This is an optimization exercise on Yosys and OpenROAD, whose aim is small area, a short achievable clock period and few clock cycles, not a production implementation. Only simulation tests tie the RTL to the original design; equivalence was not proved. Power is estimated from default activity; no workload was simulated.

### flow/run.sh
#!/bin/bash
# synth_recipe.tcl (not shown) runs the flow's synth.tcl, then flattens the netlist and writes it again
# the make line also repeats each setting of config.mk as NAME=value (left out here)
make -C /OpenROAD-flow-scripts/flow DESIGN_CONFIG=/design/flow/config.mk WORK_HOME=/design/flow/orfs CLKGATE_MAP_FILE= SYNTH_SCRIPT=/design/flow/synth_recipe.tcl finish
### flow/config.mk
export PLATFORM = sky130hd
export DESIGN_NAME = sknobs_knob_table
export DESIGN_NICKNAME = sknobs_knob_table
export VERILOG_FILES = /design/flow/design.v
export SDC_FILE = /design/flow/constraint.sdc
export NUM_CORES = 4
export LEC_CHECK = 0
export CAP_MARGIN = 20
export CORE_MARGIN = 2
export CORE_UTILIZATION = 40
export SLEW_MARGIN = 20
### flow/constraint.sdc
create_clock -name core_clock -period 6.0 [get_ports {clk}]
set_input_delay 1.2000 -clock core_clock [delete_from_list [all_inputs] [get_ports {clk}]]
set_output_delay 1.2000 -clock core_clock [all_outputs]
set_load 0.01 [all_outputs]
### flow/design.v
`default_nettype none
package sknobs_hw_pkg;
   localparam int unsigned KT_NUM_ENTRIES = 16;
   localparam int unsigned KT_KEY_W       = 32;
   localparam int unsigned KT_VAL_W       = 64;
   typedef enum logic [1:0] {
      IDLE   = 2'd0,
      SEARCH = 2'd1,
      RESP   = 2'd2,
      WRITE  = 2'd3
   } kt_state_e;
   typedef enum logic {
      OP_GET = 1'b0,
      OP_SET = 1'b1
   } kt_op_e;
   typedef struct packed {
      logic [KT_KEY_W-1:0] key;
      logic [KT_VAL_W-1:0] value;
   } kt_entry_t;
endpackage
`default_nettype wire
`default_nettype none
module sknobs_kt_storage
#(
   parameter int unsigned NUM_ENTRIES = sknobs_hw_pkg::KT_NUM_ENTRIES,
   parameter int unsigned KEY_W       = sknobs_hw_pkg::KT_KEY_W,
   parameter int unsigned VAL_W       = sknobs_hw_pkg::KT_VAL_W
) (
   input  logic                   clk,
   input  logic [NUM_ENTRIES-1:0] wr_en,
   input  logic [KEY_W-1:0]       wr_key,
   input  logic [VAL_W-1:0]       wr_value,
   input  logic [KEY_W-1:0]       cmp_key,
   input  logic [NUM_ENTRIES-1:0] cmp_mask,
   output logic [NUM_ENTRIES-1:0] cmp_match,
   input  logic [NUM_ENTRIES-1:0] rd_sel,
   output logic [VAL_W-1:0]       rd_value
);
   logic [KEY_W-1:0] key_q   [NUM_ENTRIES];
   logic [VAL_W-1:0] value_q [NUM_ENTRIES];
   always_ff @(posedge clk) begin
      for (int i = 0; i < int'(NUM_ENTRIES); i++) begin
         if (wr_en[i]) begin
            key_q[i]   <= wr_key;
            value_q[i] <= wr_value;
         end
      end
   end
   always_comb begin
      for (int i = 0; i < int'(NUM_ENTRIES); i++) begin
         cmp_match[i] = cmp_mask[i] && (key_q[i] == cmp_key);
      end
   end
   always_comb begin
      rd_value = '0;
      for (int i = 0; i < int'(NUM_ENTRIES); i++) begin
         rd_value = rd_value | (value_q[i] & {VAL_W{rd_sel[i]}});
      end
   end
endmodule
`default_nettype wire
`default_nettype none
module sknobs_knob_table
#(
   parameter int unsigned NUM_ENTRIES = sknobs_hw_pkg::KT_NUM_ENTRIES,
   parameter int unsigned KEY_W       = sknobs_hw_pkg::KT_KEY_W,
   parameter int unsigned VAL_W       = sknobs_hw_pkg::KT_VAL_W,
   parameter int unsigned IDX_W       = $clog2(NUM_ENTRIES)
) (
   input  logic             clk,
   input  logic             rst,
   input  logic             clear,
   input  logic             set_valid,
   output logic             set_ready,
   input  logic [KEY_W-1:0] set_key,
   input  logic [VAL_W-1:0] set_value,
   output logic             set_err,
   input  logic             get_valid,
   output logic             get_ready,
   input  logic [KEY_W-1:0] get_key,
   input  logic [VAL_W-1:0] get_default,
   output logic             rsp_valid,
   input  logic             rsp_ready,
   output logic [VAL_W-1:0] rsp_value,
   output logic             rsp_exists,
   output logic [IDX_W:0]   count,
   output logic             full
);
   localparam int unsigned CNT_W = IDX_W + 1;
   logic                   r_valid_q;       
   logic                   r_set_q;         
   logic [KEY_W-1:0]       r_key_q;
   logic [VAL_W-1:0]       r_val_q;         
   logic [NUM_ENTRIES-1:0] r_hit_q;         
   logic                   r_fwd_q;         
   logic                   p_app_q;         
   logic [CNT_W-1:0]       count_q;         
   logic                   rsp_valid_q;
   logic [VAL_W-1:0]       rsp_value_q;
   logic                   rsp_exists_q;
   logic                   stall;
   logic [KEY_W-1:0]       a_key;
   logic [VAL_W-1:0]       a_val;
   logic [NUM_ENTRIES-1:0] a_mask, a_match;
   logic                   a_fwd;
   assign stall = r_valid_q && !r_set_q && rsp_valid_q && !rsp_ready;
   assign a_key = set_valid ? set_key : get_key;
   assign a_val = set_valid ? set_value : get_default;
   assign a_fwd = r_valid_q && r_set_q && (r_key_q == a_key);
   always_comb begin
      for (int i = 0; i < int'(NUM_ENTRIES); i++) begin
         a_mask[i] = (count_q > CNT_W'(i));
      end
   end
   logic [NUM_ENTRIES-1:0] cnt_oh, cntm1_oh, eff, wr_en;
   logic                   fwd_app, anyhit, is_set, app, rej, do_get;
   logic [VAL_W-1:0]       rd_value;
   always_comb begin
      for (int i = 0; i < int'(NUM_ENTRIES); i++) begin
         cnt_oh[i]   = (count_q == CNT_W'(i));
         cntm1_oh[i] = (count_q == CNT_W'(i + 1));
      end
   end
   assign fwd_app = r_fwd_q && p_app_q;
   assign eff     = r_hit_q | (fwd_app ? cntm1_oh : '0);
   assign anyhit  = (|r_hit_q) || fwd_app;
   assign is_set  = r_valid_q && r_set_q;
   assign app     = is_set && !anyhit && !count_q[IDX_W];
   assign rej     = is_set && !anyhit && count_q[IDX_W];
   assign wr_en   = is_set ? (anyhit ? eff : cnt_oh) : '0;
   assign do_get  = r_valid_q && !r_set_q && !stall;
   sknobs_kt_storage #(
      .NUM_ENTRIES (NUM_ENTRIES),
      .KEY_W       (KEY_W),
      .VAL_W       (VAL_W)
   ) u_storage (
      .clk       (clk),
      .wr_en     (wr_en),
      .wr_key    (r_key_q),
      .wr_value  (r_val_q),
      .cmp_key   (a_key),
      .cmp_mask  (a_mask),
      .cmp_match (a_match),
      .rd_sel    (eff),
      .rd_value  (rd_value)
   );
   always_ff @(posedge clk) begin
      if (!stall) begin
         r_set_q <= set_valid;
         r_key_q <= a_key;
         r_val_q <= a_val;
         r_hit_q <= a_match;
         r_fwd_q <= a_fwd;
      end
      if (do_get) begin
         rsp_value_q  <= anyhit ? rd_value : r_val_q;
         rsp_exists_q <= anyhit;
      end
      if (rst) begin
         r_valid_q   <= 1'b0;
         p_app_q     <= 1'b0;
         count_q     <= '0;
         rsp_valid_q <= 1'b0;
      end else begin
         if (!stall) begin
            r_valid_q <= set_valid || get_valid;
            p_app_q   <= app;
         end
         if (clear) count_q <= '0;
         else if (app) count_q <= count_q + CNT_W'(1);
         if (do_get) rsp_valid_q <= 1'b1;
         else if (rsp_ready) rsp_valid_q <= 1'b0;
      end
   end
   assign set_ready  = !stall;
   assign get_ready  = !stall;
   assign rsp_valid  = rsp_valid_q;
   assign rsp_value  = rsp_value_q;
   assign rsp_exists = rsp_exists_q;
   assign set_err    = rej;
   assign count      = app ? (count_q + CNT_W'(1)) : count_q;
   assign full       = count_q[IDX_W] || (app && (count_q == CNT_W'(NUM_ENTRIES - 1)));
endmodule
`default_nettype wire
==> impl_results.md <==
* Number of global-route vias before repair at 43500
* Most used flip-flop cell after synthesis: edfxtp_1
* Net count, final at 4780
* Number of fill cells at 14600
* Clk root buf: clkbuf_16
* Die height at 422 um
* Setup crit start: r_hit_q[7]$_DFFE_PN_
* Fin. max-slew vios at 0
* Synth Cell Area at 70000 sq um
* Clk pwr share at 0.422
* CTS Hold Bufs at 0
* Maximum fanout along the worst path at 9
* Final Cycle Share at 0.941
* Area growth syn-to-layout at 17.5%
* Core area at 174000 sq um
* CTS buffer count at 176
* RR Startpoint: count_q[1]$_SDFF_PP0_
* Max-Cap Viols at 0
* Crit path arrival time at 4.45 ns
* Gr ovfl total at 0
* Worst IR Drop VDD at 266 uV
* Dominant cells by area after synthesis: edfxtp_1 (74%), xnor2_1 (5.9%), a22oi_1 (4.1%)
* Distinct cells, synth at 69
* Fmax at 177 MHz
* Via Count at 44100
* Clk Latency, worst-skew pair at 0.85 ns
* Clk sink count at 1723
* Comb power frac at 0.058
* Post-synth top area share at 0.735
* Startpoint Class: register
* Clock Tree Buf Depth at 3
* CP required at 4.80 ns
* Die X at 422 um
* Post-CTS Setup Bufs at 0
* Pwr dens at 321 nW/um^2
* GRT Resource Usage Total at 0.262
* Slew Limit Headroom at 0.181
* Hold Fails Final Rpt at 0
* Most frequent cell after synthesis: edfxtp_1
* FF+latch count, synth at 1723
* Fin crit period at 5.65 ns
* Initial antenna violation count at 6
* First-pass GRT wire length at 332000 um
* Sw power at 5.96 mW
* Post-synthesis sequential area ratio at 0.738
* Dpl hpwl at 134000 um
* CP max-delay cell: nor3_1
* Initial Utilization at 0.403
* RSZ-0062 raised after global routing: false
* Hold Crit Class: reg2reg
* Cells after Synth at 4229
* H-tree levels at 4
* Die area at 178000 sq um
* Worst-path clk slew at 0.06 ns
* Largest stage delay, worst path at 0.94 ns
* Number of remaining DRC errors at 0
* Layout cell share with drive strength beyond 1 at 0.126
* Largest net degree at the start of global routing at 97
* # port buffers at 272
* Syn_nets at 4432
* Worst Hold Launch: r_key_q[7]$_DFFE_PN_
* Ports at 273
* Vias per std cell at 6.26
* Synthesized area per cell at 16.6 sq um
* CTS tree: yes
* Reg power frac at 0.521
* Std cell rows at 153
* WL/cell at 33.9 um
* Final ANT Viol Nets at 0
* Pint at 20.5 mW
* DRT Wirelength at 239000 um
* Synth warnings at 4
* Crit end category: output port
* Number of synthesized flops with an enable pin at 1715
* Leakage power at 25.3 nW
* Total power at 26.5 mW
* Switch share at 0.225
* Most common library cells after synthesis: edfxtp_1 (1715), xnor2_1 (473), a22oi_1 (380), nand2_1 (135), clkbuf_1 (131)
* Worst-path cell chain: nor4_1 -> nand3_1 -> nor3_1 -> mux2_2 -> clkdlybuf4s50_1
* Worst Max-Slew Pin Slew at 1.22 ns
* Setup TNS at 0 ns
* Starting DRT DRC Count at 7108
* Area leader, netlist: edfxtp_1
* Drt first pass iters at 9
* Async S/R FF share, synth at 0
* Clock skew at 0.0706 ns
* Critical path class: reg2out
* Setup-failing EPs final at 0
* PostCTS Resize Cnt at 0
* GP Congestion at 0.851
* Status: no timing/DRC/antenna violations
per-stage QoR:
stage,hold slack (ns),worst slack (ns),util,std cells,area [sq um]
floorplan,0.507,0.614,-,4229,70100
global placement,0.432,1.22,0.439,6722,76400
detailed placement,0.435,1.26,0.439,6723,76400
CTS,0.448,0.371,0.473,7043,82300
global route,0.463,0.377,0.473,7044,82300
finish,0.449,0.355,0.473,7045,82300
sequential cells by signal, indices dropped and copies added, names as in the netlist:
signal / cells
r_key_q: 32
p_app_q: 1
r_fwd_q: 1
rsp_value_q: 64
rsp_valid_q: 1
u_storage.key_q: 512
count_q: 5
r_valid_q: 1
r_hit_q: 16
r_val_q: 64
r_set_q: 1
u_storage.value_q: 1024
rsp_exists_q: 1
critical path: cells and delay by family, from the launching register on:
kind / cells / cell delay (ns)
DFF: 1 / 0.72
buffers and inverters: 1 / 0.50
and+or+nand+nor: 3 / 1.89
muxes: 1 / 0.49
cell type report:
| type | count | area [sq um] | area share |
|---|---|---|---|
| clock inverters | 110 | 1300 | 0.0158 |
| diodes | 1 | 2.50 | 0.0000304 |
| inverters | 39 | 154 | 0.00187 |
| multi-input cells | 2180 | 17300 | 0.210 |
| well taps | 2325 | 2910 | 0.0353 |
| repair buffers | 457 | 4410 | 0.0536 |
| flip-flops and latches | 1723 | 51700 | 0.628 |
| clock buffers | 210 | 4550 | 0.0553 |
cell usage in the layout (no fill, tap or decap), types with 9 or more instances in the layout:
master           Yosys  routed
buf_4               42     161
clkdlybuf4s50_1      0     271
a32o_1              17      17
nor3_1              36      36
a2111oi_0           27      27
a211oi_1            25      25
o22a_1              15      15
bufinv_16            0      21
nor4_1             116     116
a221oi_1            77      77
nand3_1             94      94
a22oi_1            380     380
nand4_1            118     118
clkinv_2             0      37
a22o_1              67      67
a21oi_1             23      21
clkbuf_1           131      33
mux2_2              71      71
a21o_1              13       9
edfxtp_1          1715    1715
nand2_1            135     135
a222oi_1            85      85
clkinv_1             0      33
buf_12               0      22
a221o_1             10      10
o32a_1              26      26
a31oi_1             30      30
clkbuf_16            0     177
inv_1               39      37
and3_1              51      51
mux2i_4              8      32
nor2_1              46      34
nor2_4               0      12
xnor2_1            473     473
and4_1              20      20
xor2_1              74      74
power groups by stage:
stage	Sequential (mW)	Combinational [mW]	Clock, mW
3_5_place_dp	14.0	1.51	0
3_3_place_gp	14.0	1.51	0
4_1_cts	13.8	1.52	11.2
5_1_grt	13.8	1.58	11.7
2_1_floorplan	14.0	0.732	0
6_report	13.8	1.52	11.2
cell families after synthesis:
kind of cell | synth area share
flops | 0.738
compound gates | 0.0973
simple gates | 0.0549
xor+xnor | 0.0684
buf+inv | 0.0230
mux | 0.0180
fa+ha+maj | 0.000893
worst paths after layout:
| check | to | slack, ns | cells past startpoint |
|---|---|---|---|
| worst min register to register | u_storage.key_q[6][7]$_DFFE_PP_ | 0.45 | 0 |
| worst max-delay path | count[1] | 0.35 | 5 |
| worst min-delay path | u_storage.key_q[6][7]$_DFFE_PP_ | 0.45 | 0 |
| worst max register to register | rsp_value_q[19]$_DFFE_PP_ | 1.45 | 10 |
layer usage:
| layer | GRT usage | vias up | routed length (um) |
|---|---|---|---|
| li1 | - | 17900 | - |
| met1 | 0.344 | 22500 | 89800 |
| met2 | 0.424 | 3126 | 113000 |
| met3 | 0.0479 | 636 | 24700 |
| met4 | 0.117 | 2 | 11400 |
| met5 | 0 | - | 13 |
Testbench counts, summed over its fixed seeds: cycles 8,013.

-- afterwards: timing with drivers on the ports --
The results above use ideal ports. As a check the final layout listed here was re-extracted and re-timed, cells and wires unchanged.
Step 1 (the two cells are an assumption about what drives the block):
set clk [get_ports {clk}]
set_driving_cell -lib_cell sky130_fd_sc_hd__clkbuf_16 $clk
set_driving_cell -lib_cell sky130_fd_sc_hd__buf_2 [delete_from_list [all_inputs] $clk]
Step 2 times the ports against the registers' clock, not the clock port: input delays grow and output delays shrink by t, the midpoint of the rising clock arrivals with the driver on.
a / b / c = no drivers / after step 1 / after step 2; a / b = the first two.
t, ns: 0.899
setup WS [ns]: 0.355 / 0.272 / 1.155
worst setup path at the end: input to register
slew at the worst register clock pin (ns): 0.07 / 0.07
After both steps this run still meets setup and hold. The setup slack of this run moves by -0.083 ns with the drivers and by +0.800 ns with both steps.
